Source: an optimization exercise on an open RTL-to-GDS flow (aim: small area, a short achievable clock period and few clock cycles). Production flows keep margins and buffers that such runs may drop.
Only simulation tests tie the RTL to the original design; equivalence was not proved.
Power and IR drop assume default switching activity.

## rv_core
module rv_core (
  input  logic          clk,
  input  logic          arst_n,
  output rv_pkg::word_t imem_addr,
  input  rv_pkg::word_t imem_data,
  output rv_pkg::word_t dmem_addr,
  output rv_pkg::word_t dmem_wdata,
  output logic          dmem_wr_en,
  output logic          dmem_rd_en,
  input  rv_pkg::word_t dmem_rdata,
  output logic          halt
);
Size: roughly 6,800 cells after synthesis, about 170 I/O pins, ~61,000 um2 of cells after synthesis.
export LEC_CHECK = 0
export ABC_AREA = 1
export CAP_MARGIN = 20
export CORE_MARGIN = 2
export CORE_UTILIZATION = 40
export SETUP_SLACK_MARGIN = 4.5
export SLEW_MARGIN = 20
export TNS_END_PERCENT = 0
create_clock -name core_clock -period 8.0 [get_ports {clk}]
run.sh (not shown) runs the stock make flow with config.mk's settings and CLKGATE_MAP_FILE= SYNTH_SCRIPT=/design/flow/synth_recipe.tcl, a recipe that flattens the netlist after the stock synthesis.
Testbench counts at the start, summed over its fixed seeds: cycles 40,889.
Next try:
--- a/flow/design.v
+++ b/flow/design.v
@@ -96,44 +96,33 @@
   input  logic              clk,
   input  rv_pkg::reg_addr_t rs1,
   input  rv_pkg::reg_addr_t rs2,
   output rv_pkg::word_t     rs1_data,
   output rv_pkg::word_t     rs2_data,
   input  logic              wr_en,
   input  rv_pkg::reg_addr_t wr_addr,
   input  rv_pkg::word_t     wr_data
 );
   rv_pkg::word_t regs [1:31];
-  logic [31:1]   we;
-  logic          byp1;
-  logic          byp2;
-  always_comb
-  begin
-    for (int i = 1; i < 32; i++)
-      we[i] = wr_en && (wr_addr == 5'(i));
-  end
   always_ff @(posedge clk)
   begin
-    for (int i = 1; i < 32; i++)
-      if (we[i])
-        regs[i] <= wr_data;
+    if (wr_en && (wr_addr != '0))
+      regs[wr_addr] <= wr_data;
   end
-  assign byp1 = wr_en && (wr_addr != '0) && (wr_addr == rs1);
-  assign byp2 = wr_en && (wr_addr != '0) && (wr_addr == rs2);
   always_comb
   begin
-    rs1_data = {32{byp1}} & wr_data;
-    rs2_data = {32{byp2}} & wr_data;
+    rs1_data = '0;
+    rs2_data = '0;
     for (int i = 1; i < 32; i++)
     begin
-      rs1_data = rs1_data | ({32{(rs1 == 5'(i)) && !we[i]}} & regs[i]);
-      rs2_data = rs2_data | ({32{(rs2 == 5'(i)) && !we[i]}} & regs[i]);
+      rs1_data = rs1_data | ({32{rs1 == 5'(i)}} & regs[i]);
+      rs2_data = rs2_data | ({32{rs2 == 5'(i)}} & regs[i]);
     end
   end
 endmodule
 `default_nettype wire
 `timescale 1ns/10ps
 `default_nettype none
 module rv_core (
   input  logic          clk,
   input  logic          arst_n,
   output rv_pkg::word_t imem_addr,
@@ -261,22 +250,22 @@
   rv_regfile i_regfile (
     .clk,
     .rs1,
     .rs2,
     .rs1_data (rf_a),
     .rs2_data (rf_b),
     .wr_en    (m_we),
     .wr_addr  (m_rd),
     .wr_data  (wb_data)
   );
-  assign val_a = rf_a;
-  assign val_b = rf_b;
+  assign val_a = (m_we && (m_rd == rs1)) ? wb_data : rf_a;
+  assign val_b = (m_we && (m_rd == rs2)) ? wb_data : rf_b;
   assign is_cmp = (is_op | is_op_imm) & (funct3[2:1] == 2'b01);
   assign inv_b  = is_sub | is_cmp | is_branch;
   assign op_a   = is_lui ? '0 : val_a;
   assign sel_b  = (is_op | is_branch) ? val_b : imm;
   assign op_b   = inv_b ? ~sel_b : sel_b;
   assign stop  = !halt && !halt_next && !mispredict && zero_word;
   assign go    = !halt && !halt_next && !mispredict && !zero_word;
   always_ff @(posedge clk or negedge arst_n)
   begin
     if (!arst_n)
What happened: The changed run finished with timing, DRC and antenna clean; register-to-register slack improves by 60 ps; combinational power came out lower by 6.2%; count of clock-buffer cells in the layout goes up by 35; cell count fell by 2.2%; worst hold slack hardly moves; fmax decreases by 2.8%.
Testbench counts after the change, summed over its fixed seeds: cycles 40,889.

========
Setup of main:
rv_core, a different RTL version from the one above (not shown whole).
For scale: ~4500 cells after synthesis, about 170 I/O pins, ~0.055 sq mm of cells after synthesis.
==> module rv_regfile, before the edit <==
module rv_regfile (
  input  logic              clk,
  input  rv_pkg::reg_addr_t rs1,
  input  rv_pkg::reg_addr_t rs2,
  output rv_pkg::word_t     rs1_data,
  output rv_pkg::word_t     rs2_data,
  input  logic              wr_en,
  input  rv_pkg::reg_addr_t wr_addr,
  input  rv_pkg::word_t     wr_data
);
  rv_pkg::word_t regs [1:31];
  always_ff @(posedge clk)
  begin
    if (wr_en && (wr_addr != '0))
      regs[wr_addr] <= wr_data;
  end
  always_comb
  begin
    rs1_data = '0;
    rs2_data = '0;
    for (int i = 1; i < 32; i++)
    begin
      rs1_data = rs1_data | ({32{rs1 == 5'(i)}} & regs[i]);
      rs2_data = rs2_data | ({32{rs2 == 5'(i)}} & regs[i]);
    end
  end
endmodule
make LEC_CHECK=0 CAP_MARGIN=20 CORE_MARGIN=2 CORE_UTILIZATION=40 SLEW_MARGIN=20 finish   # period 8.0 ns
Testbench counts of main, summed over its fixed seeds: cycles 41,100.
### main -> the feature branch
diff --git a/flow/design.v b/flow/design.v
--- a/flow/design.v
+++ b/flow/design.v
@@ -86,14 +86,6 @@
       regs[wr_addr] <= wr_data;
   end
-  always_comb
-  begin
-    rs1_data = '0;
-    rs2_data = '0;
-    for (int i = 1; i < 32; i++)
-    begin
-      rs1_data = rs1_data | ({32{rs1 == 5'(i)}} & regs[i]);
-      rs2_data = rs2_data | ({32{rs2 == 5'(i)}} & regs[i]);
-    end
-  end
+  assign rs1_data = (rs1 == '0) ? '0 : regs[rs1];
+  assign rs2_data = (rs2 == '0) ? '0 : regs[rs2];
 endmodule
 `default_nettype wire
- The relative max-transition margin of the feature branch exceeds that of main by 4.8 points.
- Compared with main, the feature branch shows hold slack lower by 0.015 ns.
- On via count, the higher figure sits with main, not the feature branch.
- Note that the routed wire length recorded for the feature branch amounts to 0.75 times the value seen in main.
- The feature branch against main: total met3 wirelength after detailed routing shows a reduction of about 50%; worst setup slack rose 1.03 ns; synthesized area picked up an extra about 8%; met2 usage in global routing dropped 14 points; number of CTS-inserted buffers higher.
- main → the feature branch: synthesis-to-finish area growth down 2.8 points; global routing usage on met1 down 9.1 points; final-report hold violation count flat.
Testbench counts of the feature branch, summed over its fixed seeds: cycles 41,100.

==> separate check: timing with driven ports <==
How much do the figures lean on ideal ports? The routed layouts below were timed once more, with nothing changed but the port constraints. Step 1 assumes that a clkbuf_16 drives the clock port and a buf_2 every other input. Step 2 moves the port delays by t, midway between the first and last clock arrival at a register: inputs arrive t later, outputs are due t later. That takes back most of the time a late clock gives input paths. Three values: ideal, step 1, step 2; two values: the first two.
run	t, ns	setup slack, ns	slew at the worst register clock pin (ns)
the first run of note 1	0.867	3.997 / 4.051 / 3.183	0.07 / 0.07
the second run of note 1	0.893	3.880 / 3.936 / 3.044	0.07 / 0.07
main	0.829	0.488 / 0.412 / 1.241	0.07 / 0.07
the feature branch	0.823	1.517 / 1.435 / 2.258	0.08 / 0.08
After both steps setup and hold are still met in every run listed. The setup slack of the second run of note 1, which loses most, moves by +0.056 ns with the drivers and by -0.836 ns with both steps.
